Background: an optimization exercise with open tools, aiming at a short achievable clock period and few clock cycles. Do not read the settings as production practice.
Where RTL was checked, it was by simulation tests only, not by an equivalence proof against the original.
Power and IR drop assume default switching activity.

==> job 9920: inputs <==
==> flow/design.v (excerpt) <==
module mips_multi #(
  parameter int          ADDR_W   = 12,
  parameter logic [31:0] RESET_PC = 32'h0000_3000
) (
  input  logic                clock,
  input  logic                reset,
  output logic                mem_req,
  output logic                mem_we,
  output logic [ADDR_W-1:0]   mem_addr,
  output logic [31:0]         mem_wdata,
  input  logic [31:0]         mem_rdata,
  input  logic                mem_ack,
  output logic                halt,
  output logic [31:0]         pc_o
);
export LEC_CHECK = 0
export CAP_MARGIN = 20
export CELL_PAD_IN_SITES_DETAIL_PLACEMENT = 1
export CELL_PAD_IN_SITES_GLOBAL_PLACEMENT = 2
export CORE_MARGIN = 2
export CORE_UTILIZATION = 25
export SETUP_SLACK_MARGIN = 2.5
export SLEW_MARGIN = 20
create_clock -name core_clock -period 6.0 [get_ports {clock}]
run.sh (not shown) runs the stock make flow with config.mk's settings and CLKGATE_MAP_FILE= SYNTH_SCRIPT=/design/flow/synth_recipe.tcl, a recipe that flattens the netlist after the stock synthesis.
==> job 7176 (differences from job 9920) <==
--- a/flow/design.v
+++ b/flow/design.v
@@ -49,27 +49,17 @@
     m0 = {1'b0, p[17:12]} + {1'b0, im[15:10]};
     m1 = {1'b0, p[17:12]} + {1'b0, im[15:10]} + 7'd1;
     m  = lo[10] ? m1 : m0;
     btgt = {(m[6] == im[15]) ? p[31:18] : m[6] ? hp : hm, m[5:0], lo[9:0], p[1:0]};
   endfunction
-  function automatic logic [31:0] inc4(input logic [31:0] x);
-    logic [31:0] r;
-    int i;
-    r[1:0] = x[1:0];
-    r[2]   = !x[2];
-    for (i = 3; i < 32; i = i + 1)
-      r[i] = x[i] ^ (&(x[31:2] | ~((30'd1 << (i - 2)) - 30'd1)));
-    inc4 = r;
-  endfunction
   logic [31:0]  gpr [32];
   localparam int CW = 16;
   logic [CW-1:0] cv;
   logic [5:0]    ctag [CW];
   logic [31:0]   cdat [CW];
   logic          chit, pm, ch_n;
   logic          fsel;       
-  logic [31:0]   c_rs_oh, c_rt_oh;   
   logic [31:0]   cword, cw_n;
   logic [31:0]  fpc;          
   logic [63:0]  bv;
   logic [1:0]   bc [64];
   logic [5:0]   bidx;         
@@ -80,12 +70,10 @@
   logic [31:0]  pc4;          
   logic [31:0]  bt;           
   logic         pred;         
   logic         jr_bad;       
   logic [31:0]  a, b, opb;    
-  logic         a_w, b_w, o_w;   
-  logic [31:0]  ae, be, ob;   
   logic         cin;
   logic [4:0]   wdst;         
   logic [4:0]   ldst;         
   logic [ADDR_W-1:0] ea;      
   logic [5:0]   ea_l, ea_h0, ea_h1;   
@@ -99,46 +87,43 @@
   logic [5:0]   f_op, f_fn;
   logic [4:0]   f_rs, f_rt, f_rd;
   logic [31:0]  f_simm, f_pc4, f_bt, f_jt;
   logic         f_r, f_addu, f_subu, f_jr, f_addi, f_ori, f_lui, f_lw, f_sw, f_beq, f_j, f_jal;
   logic         f_pred, f_fa, f_fb;
-  logic [31:0]  r_a, r_b;
+  logic [31:0]  r_a, r_b, f_a, f_b;
   logic [6:0]   ea_lo;
   logic [31:0]  sum, res, wval, rtgt;
   logic         ovf, taken, misal, stop, dcyc, ack, fv, redirect, enter, wen, fwd;
   logic [4:0]   wreg;
   assign dcyc  = ev && k_mem;
   assign ea    = {ea_c ? ea_h1 : ea_h0, ea_l};
-  assign ae    = a_w ? w_val : a;
-  assign be    = b_w ? w_val : b;
-  assign ob    = o_w ? (w_val ^ {32{cin}}) : opb;
-  assign sum   = kadd(ae, ob, cin);
-  assign ovf   = (ae[31] == ob[31]) && (sum[31] != ae[31]);
+  assign sum   = kadd(a, opb, cin);
+  assign ovf   = (a[31] == opb[31]) && (sum[31] != a[31]);
   assign misal = (ea[1:0] != 2'b00);
   assign stop  = ev && (k_ill || (k_mem && ea_ok && misal));
-  assign taken = (ae == be);
+  assign taken = (a == b);
   always_comb begin
     res = sum;
-    if (k_ori)                 res = ae | {16'h0, imm};
+    if (k_ori)                 res = a | {16'h0, imm};
     else if (k_lui)            res = {imm, 16'h0};
     else if (k_jal)            res = pc4;
-    else if (k_addi && ovf)    res = be;
+    else if (k_addi && ovf)    res = b;
   end
   assign redirect = ev && ((k_beq && (taken != pred)) || (k_jr && jr_bad));
-  assign rtgt     = k_jr ? ae : (taken ? bt : pc4);
+  assign rtgt     = k_jr ? a : (taken ? bt : pc4);
   assign mem_req   = reset && !halted && !stop && !(dcyc && !ea_ok);
   assign mem_we    = dcyc && k_sw;
   assign mem_addr  = dcyc ? ea : fpc[ADDR_W-1:0];
-  assign mem_wdata = be;
+  assign mem_wdata = b;
   assign halt = halted || stop;
   assign pc_o = pc4;
   assign ack   = mem_req && mem_ack;
   assign cw_n  = cdat[f_pc4[5:2]];
   assign ch_n  = cv[f_pc4[5:2]] && (ctag[f_pc4[5:2]] == f_pc4[11:6]) &&
                  !(dcyc && k_sw && ea[11:2] == f_pc4[11:2]);
   assign fv    = ack && (!dcyc || chit);      
-  assign enter = fv && !redirect;    
+  assign enter = fv && !redirect;
   assign f      = fsel ? cword : mem_rdata;
   assign f_op   = f[31:26];
   assign f_fn   = f[5:0];
   assign f_rs   = f[25:21];
   assign f_rt   = f[20:16];
@@ -155,11 +140,11 @@
   assign f_sw   = (f_op == OP_SW);
   assign f_beq  = (f_op == OP_BEQ);
   assign f_j    = (f_op == OP_J);
   assign f_jal  = (f_op == OP_JAL);
   assign f_pred = bv[fpc[7:2]] ? bc[fpc[7:2]][1] : (f_rs == f_rt);
-  assign f_pc4  = inc4(fpc);
+  assign f_pc4  = kadd(fpc, 32'd4, 1'b0);
   logic [13:0] pc_hi, pc_hi_p, pc_hi_m;
   logic [31:0] bt_mw, bt_cw;
   assign pc_hi   = fpc[31:18];
   assign pc_hi_p = pc_hi + 14'd1;
   assign pc_hi_m = pc_hi - 14'd1;
@@ -179,41 +164,30 @@
   assign m_rt = mem_rdata[20:16];
   assign c_rs = cword[25:21];
   assign c_rt = cword[20:16];
   assign r_am = (w_v && w_reg == m_rs) ? w_val : gpr[m_rs];
   assign r_bm = (w_v && w_reg == m_rt) ? w_val : gpr[m_rt];
-  logic [31:0] g_ac, g_bc;
-  always_comb begin
-    g_ac = '0;
-    g_bc = '0;
-    for (int k = 0; k < 32; k++) begin
-      g_ac = g_ac | (gpr[k] & {32{c_rs_oh[k]}});
-      g_bc = g_bc | (gpr[k] & {32{c_rt_oh[k]}});
-    end
-  end
-  assign r_ac = (w_v && w_reg == c_rs) ? w_val : g_ac;
-  assign r_bc = (w_v && w_reg == c_rt) ? w_val : g_bc;
+  assign r_ac = (w_v && w_reg == c_rs) ? w_val : gpr[c_rs];
+  assign r_bc = (w_v && w_reg == c_rt) ? w_val : gpr[c_rt];
   assign r_a  = fsel ? r_ac : r_am;
   assign r_b  = fsel ? r_bc : r_bm;
+  assign f_a  = f_fa ? wval : r_a;
   assign ea_lo = {1'b0, r_a[5:0]} + {1'b0, f[5:0]};
+  assign f_b  = f_fb ? wval : r_b;
   always_ff @(posedge clock or negedge reset) begin
     if (!reset) begin
       cv    <= '0;
       pm    <= 1'b0;
-      chit    <= 1'b0;
-      cword   <= '0;
-      c_rs_oh <= 32'd1;
-      c_rt_oh <= 32'd1;
+      chit  <= 1'b0;
+      cword <= '0;
     end else begin
       if (ack && dcyc && k_sw && ctag[ea[5:2]] == ea[11:6]) cv[ea[5:2]] <= 1'b0;
       if (!dcyc && pm) cv[fpc[5:2]] <= 1'b1;
       if (ack) pm <= dcyc && !chit;
-      if (fv) begin
-        chit    <= ch_n;
-        cword   <= cw_n;
-        c_rs_oh <= 32'd1 << cw_n[25:21];
-        c_rt_oh <= 32'd1 << cw_n[20:16];
+      if (enter) begin
+        chit  <= ch_n;
+        cword <= cw_n;
       end
     end
   end
   always_ff @(posedge clock or negedge reset) begin
     if (!reset) begin
@@ -227,11 +201,11 @@
       if (taken) bc[bidx] <= (bst == 2'b11) ? 2'b11 : bst + 2'd1;
       else       bc[bidx] <= (bst == 2'b00) ? 2'b00 : bst - 2'd1;
     end
   end
   always_ff @(posedge clock) begin
-    if (fv) begin
+    if (enter) begin
       bidx <= fpc[7:2];
       bst  <= bv[fpc[7:2]] ? bc[fpc[7:2]] : {1'b0, (f_rs == f_rt)} + 2'd1;
     end
   end
   always_ff @(posedge clock) begin
@@ -267,13 +241,10 @@
       jr_bad <= 1'b0;
       imm    <= '0;
       a      <= '0;
       b      <= '0;
       opb    <= '0;
-      a_w    <= 1'b0;
-      b_w    <= 1'b0;
-      o_w    <= 1'b0;
       cin    <= 1'b0;
       wdst   <= '0;
       ldst   <= '0;
       ea_l   <= '0;
       ea_h0  <= '0;
@@ -297,22 +268,19 @@
           if (f_j || f_jal)         fpc <= f_jt;
           else if (f_jr)            fpc <= r_a;
           else if (f_beq && f_pred) fpc <= f_bt;
           else                      fpc <= f_pc4;
         end
-        if (fv) begin
+        if (enter) begin
           imm    <= f[15:0];
           pc4    <= f_pc4;
           bt     <= f_bt;
           pred   <= f_pred;
           jr_bad <= f_fa;
-          a      <= r_a;
-          b      <= r_b;
-          opb    <= (f_addi || f_lw || f_sw) ? f_simm : f_subu ? ~r_b : r_b;
-          a_w    <= f_fa;
-          b_w    <= f_fb;
-          o_w    <= f_fb && !(f_addi || f_lw || f_sw);
+          a      <= f_a;
+          b      <= f_b;
+          opb    <= f_subu ? ~f_b : (f_addi || f_lw || f_sw) ? f_simm : f_b;
           cin    <= f_subu;
           wdst   <= (f_addu || f_subu) ? f_rd :
                     (f_addi || f_ori || f_lui) ? f_rt :
                     f_jal ? 5'd31 : 5'd0;
           ldst   <= f_lw ? f_rt : 5'd0;
Settings changed: CORE_UTILIZATION 25 to 40, SETUP_SLACK_MARGIN 2.5 to 3.0.
==> job 6972 (differences from job 9920) <==
--- a/flow/design.v
+++ b/flow/design.v
@@ -72,10 +72,13 @@
   logic [31:0]  fpc;          
   logic [63:0]  bv;
   logic [1:0]   bc [64];
   logic [5:0]   bidx;         
   logic [1:0]   bst;          
+  logic         bq_v;         
+  logic [1:0]   bq_c;         
+  logic         seq_ok;       
   logic         ev;           
   logic         halted;
   logic [15:0]  imm;
   logic [31:0]  pc4;          
   logic [31:0]  bt;           
@@ -154,11 +157,11 @@
   assign f_lw   = (f_op == OP_LW);
   assign f_sw   = (f_op == OP_SW);
   assign f_beq  = (f_op == OP_BEQ);
   assign f_j    = (f_op == OP_J);
   assign f_jal  = (f_op == OP_JAL);
-  assign f_pred = bv[fpc[7:2]] ? bc[fpc[7:2]][1] : (f_rs == f_rt);
+  assign f_pred = (seq_ok && bq_v) ? bq_c[1] : (f_rs == f_rt);
   assign f_pc4  = inc4(fpc);
   logic [13:0] pc_hi, pc_hi_p, pc_hi_m;
   logic [31:0] bt_mw, bt_cw;
   assign pc_hi   = fpc[31:18];
   assign pc_hi_p = pc_hi + 14'd1;
@@ -229,11 +232,21 @@
     end
   end
   always_ff @(posedge clock) begin
     if (fv) begin
       bidx <= fpc[7:2];
-      bst  <= bv[fpc[7:2]] ? bc[fpc[7:2]] : {1'b0, (f_rs == f_rt)} + 2'd1;
+      bst  <= (seq_ok && bq_v) ? bq_c : {1'b0, (f_rs == f_rt)} + 2'd1;
+      bq_v <= bv[f_pc4[7:2]];
+      bq_c <= bc[f_pc4[7:2]];
+    end
+  end
+  always_ff @(posedge clock or negedge reset) begin
+    if (!reset) begin
+      seq_ok <= 1'b0;
+    end else if (ack) begin
+      if (redirect) seq_ok <= 1'b0;
+      else if (fv)  seq_ok <= !(f_j || f_jal || f_jr || (f_beq && f_pred));
     end
   end
   always_ff @(posedge clock) begin
     if (!dcyc && pm) begin
       ctag[fpc[5:2]] <= fpc[11:6];
==> notes.md <==
Number of vias per cell: job 9920 6.708; job 7176 -; job 6972 6.676
Cell depth of the worst flop-to-flop path: job 9920 17; job 7176 -; job 6972 16
Number of design-rule violations left by the first detailed-router iteration: job 9920 20420; job 7176 -; job 6972 20480
Top class by area: job 9920 multi-input gates; job 7176 -; job 6972 multi-input gates
Power in combinational cells: job 9920 27.9 mW; job 7176 -; job 6972 23.3 mW
Setup Slack @ Placement: job 9920 -0.03538 ns; job 7176 -0.03789 ns; job 6972 0.05856 ns
Residual DRC: job 9920 0; job 7176 -; job 6972 0
Storage element area: job 9920 59870 sq um; job 7176 -; job 6972 60000 sq um
Crit path launch type: job 9920 input pin; job 7176 -; job 6972 flop
Final period util: job 9920 71.06%; job 7176 -; job 6972 72.29%
Comb power frac: job 9920 42.2%; job 7176 -; job 6972 38.5%
Seq area share: job 9920 36.43%; job 7176 -; job 6972 37.61%
Number of logic stages on the critical path including buffering: job 9920 20; job 7176 -; job 6972 16
Setup TNS: job 9920 0 ns; job 7176 -; job 6972 0 ns
Final-stage net count: job 9920 12450; job 7176 -; job 6972 12000
Non-filler cells in the finished layout: job 9920 19330; job 7176 -; job 6972 18850
FFs & Latches: job 9920 2237; job 7176 -; job 6972 2241
Post-synth EDFFs: job 9920 744; job 7176 744; job 6972 747
HPWL after detailed placement: job 9920 650.7 mm; job 7176 591.9 mm; job 6972 647.4 mm
Total die area: job 9920 504900 sq um; job 7176 -; job 6972 502500 sq um
Result of the run: job 9920 timing/DRC/antenna clean; job 7176 stopped before the end; job 6972 timing/DRC/antenna clean
Last stage reached: job 9920 -; job 7176 5_1_grt; job 6972 -
Post-synth top area share: job 9920 29.81%; job 7176 29.21%; job 6972 29.98%
Pins Over Slew Limit: job 9920 0; job 7176 -; job 6972 0
Area fraction in and, or, nand and nor cells after synthesis: job 9920 11.81%; job 7176 11.00%; job 6972 10.38%
Testbench counts of job 9920, summed over its fixed seeds: cycles 48,173.
Testbench counts of job 7176, summed over its fixed seeds: cycles 48,173.
Testbench counts of job 6972, summed over its fixed seeds: cycles 48,229.

==> sierra: inputs <==
==> flow/design.v <==
module mips_multi #(
  parameter int          ADDR_W   = 12,
  parameter logic [31:0] RESET_PC = 32'h0000_3000
) (
  input  logic                clock,
  input  logic                reset,
  output logic                mem_req,
  output logic                mem_we,
  output logic [ADDR_W-1:0]   mem_addr,
  output logic [31:0]         mem_wdata,
  input  logic [31:0]         mem_rdata,
  input  logic                mem_ack,
  output logic                halt,
  output logic [31:0]         pc_o
);
  localparam logic [5:0] OP_R    = 6'h00;
  localparam logic [5:0] OP_J    = 6'h02;
  localparam logic [5:0] OP_JAL  = 6'h03;
  localparam logic [5:0] OP_BEQ  = 6'h04;
  localparam logic [5:0] OP_ADDI = 6'h08;
  localparam logic [5:0] OP_ORI  = 6'h0d;
  localparam logic [5:0] OP_LUI  = 6'h0f;
  localparam logic [5:0] OP_LW   = 6'h23;
  localparam logic [5:0] OP_SW   = 6'h2b;
  localparam logic [5:0] FN_JR   = 6'h08;
  localparam logic [5:0] FN_ADDU = 6'h21;
  localparam logic [5:0] FN_SUBU = 6'h23;
  function automatic logic [31:0] kadd(input logic [31:0] x, input logic [31:0] y,
                                       input logic c0);
    logic [31:0] g, p, gg, pp;
    int d, i;
    g  = x & y;
    p  = x ^ y;
    gg = g;
    pp = p;
    gg[0] = g[0] | (p[0] & c0);
    for (d = 1; d < 32; d = d * 2)
      for (i = 31; i >= d; i = i - 1) begin
        gg[i] = gg[i] | (pp[i] & gg[i-d]);
        pp[i] = pp[i] & pp[i-d];
      end
    kadd = p ^ {gg[30:0], c0};
  endfunction
  logic [31:0]  gpr [32];
  localparam int CW = 16;
  logic [CW-1:0] cv;
  logic [5:0]    ctag [CW];
  logic [31:0]   cdat [CW];
  logic          chit, pm, ch_n;
  logic [31:0]   cword, cw_n;
  logic [31:0]  fpc;          
  logic         ev;           
  logic         halted;
  logic [15:0]  imm;
  logic [31:0]  pc4;          
  logic [31:0]  bt;           
  logic         pred;         
  logic         jr_bad;       
  logic [31:0]  a, b, opb;    
  logic         cin;
  logic [4:0]   wdst;         
  logic [4:0]   ldst;         
  logic [ADDR_W-1:0] ea;      
  logic         ea_ok;        
  logic         k_addi, k_ori, k_lui, k_jal, k_jr, k_beq, k_lw, k_sw, k_mem, k_ill;
  logic         w_v;
  logic [4:0]   w_reg;
  logic [31:0]  w_val;
  logic [31:0]  f;
  logic [5:0]   f_op, f_fn;
  logic [4:0]   f_rs, f_rt, f_rd;
  logic [31:0]  f_simm, f_pc4, f_bt, f_jt;
  logic         f_r, f_addu, f_subu, f_jr, f_addi, f_ori, f_lui, f_lw, f_sw, f_beq, f_j, f_jal;
  logic         f_pred, f_fa, f_fb;
  logic [31:0]  r_a, r_b, f_a, f_b, ea_f;
  logic [31:0]  sum, res, wval, rtgt;
  logic         ovf, taken, misal, stop, dcyc, ack, fv, redirect, enter, wen, fwd;
  logic [4:0]   wreg;
  assign dcyc  = ev && k_mem;
  assign sum   = kadd(a, opb, cin);
  assign ovf   = (a[31] == opb[31]) && (sum[31] != a[31]);
  assign misal = (ea[1:0] != 2'b00);
  assign stop  = ev && (k_ill || (k_mem && ea_ok && misal));
  assign taken = (a == b);
  always_comb begin
    res = sum;
    if (k_ori)                 res = a | {16'h0, imm};
    else if (k_lui)            res = {imm, 16'h0};
    else if (k_jal)            res = pc4;
    else if (k_addi && ovf)    res = b;
  end
  assign redirect = ev && ((k_beq && (taken != pred)) || (k_jr && jr_bad));
  assign rtgt     = k_jr ? a : (taken ? bt : pc4);
  assign mem_req   = reset && !halted && !stop && !(dcyc && !ea_ok);
  assign mem_we    = dcyc && k_sw;
  assign mem_addr  = dcyc ? ea : fpc[ADDR_W-1:0];
  assign mem_wdata = b;
  assign halt = halted || stop;
  assign pc_o = pc4;
  assign ack   = mem_req && mem_ack;
  assign cw_n  = cdat[f_pc4[5:2]];
  assign ch_n  = cv[f_pc4[5:2]] && (ctag[f_pc4[5:2]] == f_pc4[11:6]) &&
                 !(dcyc && k_sw && ea[11:2] == f_pc4[11:2]);
  assign fv    = ack && (!dcyc || chit);      
  assign enter = fv && !redirect;
  assign f      = dcyc ? cword : mem_rdata;
  assign f_op   = f[31:26];
  assign f_fn   = f[5:0];
  assign f_rs   = f[25:21];
  assign f_rt   = f[20:16];
  assign f_rd   = f[15:11];
  assign f_simm = {{16{f[15]}}, f[15:0]};
  assign f_r    = (f_op == OP_R);
  assign f_addu = f_r && (f_fn == FN_ADDU);
  assign f_subu = f_r && (f_fn == FN_SUBU);
  assign f_jr   = f_r && (f_fn == FN_JR);
  assign f_addi = (f_op == OP_ADDI);
  assign f_ori  = (f_op == OP_ORI);
  assign f_lui  = (f_op == OP_LUI);
  assign f_lw   = (f_op == OP_LW);
  assign f_sw   = (f_op == OP_SW);
  assign f_beq  = (f_op == OP_BEQ);
  assign f_j    = (f_op == OP_J);
  assign f_jal  = (f_op == OP_JAL);
  assign f_pred = (f_rs == f_rt);
  assign f_pc4  = kadd(fpc, 32'd4, 1'b0);
  assign f_bt   = kadd(f_pc4, {f_simm[29:0], 2'b00}, 1'b0);
  assign f_jt   = {f_pc4[31:28], f[25:0], 2'b00};
  assign wreg = dcyc ? ldst : wdst;
  assign wval = dcyc ? mem_rdata : res;
  assign fwd  = ev && (wreg != 5'd0);
  assign wen  = fwd && ack && (!dcyc || ea_ok);
  assign f_fa = fwd && (wreg == f_rs);
  assign f_fb = fwd && (wreg == f_rt);
  assign r_a  = (w_v && w_reg == f_rs) ? w_val : gpr[f_rs];
  assign r_b  = (w_v && w_reg == f_rt) ? w_val : gpr[f_rt];
  assign f_a  = f_fa ? wval : r_a;
  assign ea_f = kadd(r_a, f_simm, 1'b0);
  assign f_b  = f_fb ? wval : r_b;
  always_ff @(posedge clock or negedge reset) begin
    if (!reset) begin
      cv    <= '0;
      pm    <= 1'b0;
      chit  <= 1'b0;
      cword <= '0;
    end else begin
      if (ack && dcyc && k_sw && ctag[ea[5:2]] == ea[11:6]) cv[ea[5:2]] <= 1'b0;
      if (ack && !dcyc && pm) cv[fpc[5:2]] <= 1'b1;
      if (ack) pm <= dcyc && !chit;
      if (enter) begin
        chit  <= ch_n;
        cword <= cw_n;
      end
    end
  end
  always_ff @(posedge clock) begin
    if (ack && !dcyc && pm) begin
      ctag[fpc[5:2]] <= fpc[11:6];
      cdat[fpc[5:2]] <= mem_rdata;
    end
  end
  always_ff @(posedge clock or negedge reset) begin
    if (!reset) begin
      for (int i = 0; i < 32; i++) gpr[i] <= '0;
      w_v   <= 1'b0;
      w_reg <= '0;
      w_val <= '0;
    end else begin
      if (w_v) gpr[w_reg] <= w_val;
      w_v <= wen;
      if (wen) begin
        w_reg <= wreg;
        w_val <= wval;
      end
    end
  end
  always_ff @(posedge clock or negedge reset) begin
    if (!reset) begin
      halted <= 1'b0;
      ev     <= 1'b0;
      fpc    <= RESET_PC;
      pc4    <= RESET_PC;
      bt     <= '0;
      pred   <= 1'b0;
      jr_bad <= 1'b0;
      imm    <= '0;
      a      <= '0;
      b      <= '0;
      opb    <= '0;
      cin    <= 1'b0;
      wdst   <= '0;
      ldst   <= '0;
      ea     <= '0;
      ea_ok  <= 1'b0;
      {k_addi, k_ori, k_lui, k_jal, k_jr, k_beq, k_lw, k_sw, k_mem, k_ill} <= '0;
    end else begin
      if (stop) halted <= 1'b1;
      if (dcyc && !ea_ok) begin
        ea    <= sum[ADDR_W-1:0];
        ea_ok <= 1'b1;
      end
      if (ack) begin
        ev <= enter;
        if (redirect)  fpc <= rtgt;
        else if (fv) begin
          if (f_j || f_jal)         fpc <= f_jt;
          else if (f_jr)            fpc <= r_a;
          else if (f_beq && f_pred) fpc <= f_bt;
          else                      fpc <= f_pc4;
        end
        if (enter) begin
          imm    <= f[15:0];
          pc4    <= f_pc4;
          bt     <= f_bt;
          pred   <= f_pred;
          jr_bad <= f_fa;
          a      <= f_a;
          b      <= f_b;
          opb    <= f_subu ? ~f_b : (f_addi || f_lw || f_sw) ? f_simm : f_b;
          cin    <= f_subu;
          wdst   <= (f_addu || f_subu) ? f_rd :
                    (f_addi || f_ori || f_lui) ? f_rt :
                    f_jal ? 5'd31 : 5'd0;
          ldst   <= f_lw ? f_rt : 5'd0;
          ea     <= ea_f;
          ea_ok  <= !f_fa;
          k_addi <= f_addi;
          k_ori  <= f_ori;
          k_lui  <= f_lui;
          k_jal  <= f_jal;
          k_jr   <= f_jr;
          k_beq  <= f_beq;
          k_lw   <= f_lw;
          k_sw   <= f_sw;
          k_mem  <= f_lw || f_sw;
          k_ill  <= !(f_addu || f_subu || f_jr || f_addi || f_ori || f_lui ||
                      f_lw || f_sw || f_beq || f_j || f_jal);
        end
      end
    end
  end
endmodule
==> flow/run.sh <==
#!/bin/bash
# synth_recipe.tcl (not shown) runs the flow's synth.tcl, then flattens the netlist and writes it again
# the make line also repeats each setting of config.mk as NAME=value (left out here)
make -C /OpenROAD-flow-scripts/flow DESIGN_CONFIG=/design/flow/config.mk WORK_HOME=/design/flow/orfs CLKGATE_MAP_FILE= SYNTH_SCRIPT=/design/flow/synth_recipe.tcl finish
==> flow/config.mk <==
export PLATFORM = sky130hd
export DESIGN_NAME = mips_multi
export DESIGN_NICKNAME = mips_multi
export VERILOG_FILES = /design/flow/design.v
export SDC_FILE = /design/flow/constraint.sdc
export NUM_CORES = 4
export LEC_CHECK = 0
export ABC_CLOCK_PERIOD_IN_PS = 2000
export CAP_MARGIN = 20
export CELL_PAD_IN_SITES_DETAIL_PLACEMENT = 0
export CELL_PAD_IN_SITES_GLOBAL_PLACEMENT = 1
export CORE_MARGIN = 2
export CORE_UTILIZATION = 55
export SETUP_SLACK_MARGIN = 3.0
export SLEW_MARGIN = 20
==> flow/constraint.sdc <==
create_clock -name core_clock -period 6.0 [get_ports {clock}]
set_input_delay 1.2000 -clock core_clock [delete_from_list [all_inputs] [get_ports {clock}]]
set_output_delay 1.2000 -clock core_clock [all_outputs]
set_load 0.01 [all_outputs]
==> maple (differences from sierra) <==
--- a/flow/design.v
+++ b/flow/design.v
@@ -27,18 +27,2 @@
   localparam logic [5:0] FN_SUBU = 6'h23;
-  function automatic logic [31:0] kadd(input logic [31:0] x, input logic [31:0] y,
-                                       input logic c0);
-    logic [31:0] g, p, gg, pp;
-    int d, i;
-    g  = x & y;
-    p  = x ^ y;
-    gg = g;
-    pp = p;
-    gg[0] = g[0] | (p[0] & c0);
-    for (d = 1; d < 32; d = d * 2)
-      for (i = 31; i >= d; i = i - 1) begin
-        gg[i] = gg[i] | (pp[i] & gg[i-d]);
-        pp[i] = pp[i] & pp[i-d];
-      end
-    kadd = p ^ {gg[30:0], c0};
-  endfunction
   logic [31:0]  gpr [32];
@@ -48,4 +32,4 @@
   logic [31:0]   cdat [CW];
-  logic          chit, pm, ch_n;
-  logic [31:0]   cword, cw_n;
+  logic          chit, pm;
+  logic [31:0]   cword;
   logic [31:0]  fpc;          
@@ -74,3 +58,3 @@
   logic         f_pred, f_fa, f_fb;
-  logic [31:0]  r_a, r_b, f_a, f_b, ea_f;
+  logic [31:0]  r_a, r_b, f_a, f_b;
   logic [31:0]  sum, res, wval, rtgt;
@@ -79,3 +63,3 @@
   assign dcyc  = ev && k_mem;
-  assign sum   = kadd(a, opb, cin);
+  assign sum   = a + opb + {31'd0, cin};
   assign ovf   = (a[31] == opb[31]) && (sum[31] != a[31]);
@@ -100,5 +84,4 @@
   assign ack   = mem_req && mem_ack;
-  assign cw_n  = cdat[f_pc4[5:2]];
-  assign ch_n  = cv[f_pc4[5:2]] && (ctag[f_pc4[5:2]] == f_pc4[11:6]) &&
-                 !(dcyc && k_sw && ea[11:2] == f_pc4[11:2]);
+  assign cword = cdat[fpc[5:2]];
+  assign chit  = cv[fpc[5:2]] && (ctag[fpc[5:2]] == fpc[11:6]);
   assign fv    = ack && (!dcyc || chit);      
@@ -125,4 +108,4 @@
   assign f_pred = (f_rs == f_rt);
-  assign f_pc4  = kadd(fpc, 32'd4, 1'b0);
-  assign f_bt   = kadd(f_pc4, {f_simm[29:0], 2'b00}, 1'b0);
+  assign f_pc4  = fpc + 32'd4;
+  assign f_bt   = f_pc4 + {f_simm[29:0], 2'b00};
   assign f_jt   = {f_pc4[31:28], f[25:0], 2'b00};
@@ -137,3 +120,2 @@
   assign f_a  = f_fa ? wval : r_a;
-  assign ea_f = kadd(r_a, f_simm, 1'b0);
   assign f_b  = f_fb ? wval : r_b;
@@ -141,6 +123,4 @@
     if (!reset) begin
-      cv    <= '0;
-      pm    <= 1'b0;
-      chit  <= 1'b0;
-      cword <= '0;
+      cv <= '0;
+      pm <= 1'b0;
     end else begin
@@ -149,6 +129,2 @@
       if (ack) pm <= dcyc && !chit;
-      if (enter) begin
-        chit  <= ch_n;
-        cword <= cw_n;
-      end
     end
@@ -224,3 +200,3 @@
           ldst   <= f_lw ? f_rt : 5'd0;
-          ea     <= ea_f;
+          ea     <= r_a[ADDR_W-1:0] + f_simm[ADDR_W-1:0];
           ea_ok  <= !f_fa;
Settings changed: ABC_CLOCK_PERIOD_IN_PS 2000 to 3000, CELL_PAD_IN_SITES_DETAIL_PLACEMENT 0 to 1, CELL_PAD_IN_SITES_GLOBAL_PLACEMENT 1 to 2, CORE_UTILIZATION 55 to 30.
==> onyx (differences from sierra) <==
--- a/flow/design.v
+++ b/flow/design.v
@@ -27,18 +27,2 @@
   localparam logic [5:0] FN_SUBU = 6'h23;
-  function automatic logic [31:0] kadd(input logic [31:0] x, input logic [31:0] y,
-                                       input logic c0);
-    logic [31:0] g, p, gg, pp;
-    int d, i;
-    g  = x & y;
-    p  = x ^ y;
-    gg = g;
-    pp = p;
-    gg[0] = g[0] | (p[0] & c0);
-    for (d = 1; d < 32; d = d * 2)
-      for (i = 31; i >= d; i = i - 1) begin
-        gg[i] = gg[i] | (pp[i] & gg[i-d]);
-        pp[i] = pp[i] & pp[i-d];
-      end
-    kadd = p ^ {gg[30:0], c0};
-  endfunction
   logic [31:0]  gpr [32];
@@ -48,4 +32,4 @@
   logic [31:0]   cdat [CW];
-  logic          chit, pm, ch_n;
-  logic [31:0]   cword, cw_n;
+  logic          chit, pm;
+  logic [31:0]   cword;
   logic [31:0]  fpc;          
@@ -74,3 +58,3 @@
   logic         f_pred, f_fa, f_fb;
-  logic [31:0]  r_a, r_b, f_a, f_b, ea_f;
+  logic [31:0]  r_a, r_b, f_a, f_b;
   logic [31:0]  sum, res, wval, rtgt;
@@ -79,3 +63,3 @@
   assign dcyc  = ev && k_mem;
-  assign sum   = kadd(a, opb, cin);
+  assign sum   = a + opb + {31'd0, cin};
   assign ovf   = (a[31] == opb[31]) && (sum[31] != a[31]);
@@ -100,5 +84,4 @@
   assign ack   = mem_req && mem_ack;
-  assign cw_n  = cdat[f_pc4[5:2]];
-  assign ch_n  = cv[f_pc4[5:2]] && (ctag[f_pc4[5:2]] == f_pc4[11:6]) &&
-                 !(dcyc && k_sw && ea[11:2] == f_pc4[11:2]);
+  assign cword = cdat[fpc[5:2]];
+  assign chit  = cv[fpc[5:2]] && (ctag[fpc[5:2]] == fpc[11:6]);
   assign fv    = ack && (!dcyc || chit);      
@@ -125,4 +108,4 @@
   assign f_pred = (f_rs == f_rt);
-  assign f_pc4  = kadd(fpc, 32'd4, 1'b0);
-  assign f_bt   = kadd(f_pc4, {f_simm[29:0], 2'b00}, 1'b0);
+  assign f_pc4  = fpc + 32'd4;
+  assign f_bt   = f_pc4 + {f_simm[29:0], 2'b00};
   assign f_jt   = {f_pc4[31:28], f[25:0], 2'b00};
@@ -137,3 +120,2 @@
   assign f_a  = f_fa ? wval : r_a;
-  assign ea_f = kadd(r_a, f_simm, 1'b0);
   assign f_b  = f_fb ? wval : r_b;
@@ -141,6 +123,4 @@
     if (!reset) begin
-      cv    <= '0;
-      pm    <= 1'b0;
-      chit  <= 1'b0;
-      cword <= '0;
+      cv <= '0;
+      pm <= 1'b0;
     end else begin
@@ -149,6 +129,2 @@
       if (ack) pm <= dcyc && !chit;
-      if (enter) begin
-        chit  <= ch_n;
-        cword <= cw_n;
-      end
     end
@@ -224,3 +200,3 @@
           ldst   <= f_lw ? f_rt : 5'd0;
-          ea     <= ea_f;
+          ea     <= r_a[ADDR_W-1:0] + f_simm[ADDR_W-1:0];
           ea_ok  <= !f_fa;
Settings changed: ABC_CLOCK_PERIOD_IN_PS 2000 to not set, CELL_PAD_IN_SITES_DETAIL_PLACEMENT 0 to 1, CELL_PAD_IN_SITES_GLOBAL_PLACEMENT 1 to 2, CORE_UTILIZATION 55 to 30, SETUP_SLACK_MARGIN 3.0 to 2.0.
==> qor summary <==
| quantity | maple | onyx | sierra |
|---|---|---|---|
| Count of pins over their slew limit | 0 | 0 | - |
| Area-dominant cell class after layout | sequential cells | sequential cells | - |
| Switching share of power | 0.360 | 0.362 | - |
| Clock slew at reported path FFs | 0.06 ns | 0.06 ns | - |
| Relative max-transition margin | 0.178 | 0.0868 | - |
| Number of sequential storage elements | 1,930 | 1,930 | - |
| Standby leakage power | 53.8 nW | 53.0 nW | - |
| Total CTS buffers | 230 | 234 | 201 |
| Clk power | 15.3 mW | 15.2 mW | - |
| Total power | 45.7 mW | 45.3 mW | - |
| Switching component of the power | 16.5 mW | 16.4 mW | - |
| Comb pwr share | 0.326 | 0.325 | - |
| Worst hold margin | 0.100 ns | 0.0388 ns | - |
| Global placement routability congestion | 1.03 | 1.03 | 1.14 |
| Max reg flops | 1,024 | 1,024 | - |
| Final standard cell area without fillers | 0.128 sq mm | 0.126 sq mm | - |
| Synth Area in XOR/XNOR | 0.0145 | 0.0145 | 0.0156 |
| Top-area cell type share of the netlist area | 0.333 | 0.333 | 0.338 |
| Maximum clock rate | 0.170 GHz | 0.171 GHz | - |
| Status | timing/DRC/antenna clean | timing/DRC/antenna clean | stopped before the end |
| Failing step | - | - | global routing (5_1_grt) |
| Setup fix buffers added after clock tree synthesis | 143 | 122 | 656 |
| Largest fanout on the critical path | 7 | 8 | - |
Testbench counts of maple, summed over its fixed seeds: cycles 48,489.
Testbench counts of onyx, summed over its fixed seeds: cycles 48,489.
The RTL of sierra was laid out without a check of its function.

what the ideal ports hide:
The results above use ideal ports. As a check the final layouts listed here were re-extracted and re-timed, cells and wires unchanged. Step 1: set_driving_cell puts a clkbuf_16 on clock and a buf_2 on each other input, an assumption about the parent block. Step 2 also shifts input and output timing later by t, the mid clock arrival at the registers, as if the neighbouring blocks saw the same clock. Slacks: no drivers / after step 1 / after step 2; pairs: no drivers / after step 1.
| run | shift t [ns] | setup slack, ns | worst setup path after step 2 | latest minus earliest clock arrival (ns) | cell pins on the clock port's net |
|---|---|---|---|---|---|
| job 9920 | 1.138 | 1.737 / 1.816 / 0.678 | input to register | 0.118 / 0.118 | 1 |
| job 6972 | 1.118 | 1.663 / 1.663 / 0.624 | input to register | 0.071 / 0.071 | 1 |
| maple | 1.063 | 0.109 / 0.109 / -0.531 | input to register | 0.123 / 0.124 | 1 |
| onyx | 1.081 | 0.162 / 0.162 / -0.433 | input to register | 0.130 / 0.130 | 1 |
Met with ideal ports but missed after step 2: setup timing in maple and onyx. For job 9920, which loses most, drivers alone change the setup slack by +0.079 ns; drivers and shift together by -1.059 ns.
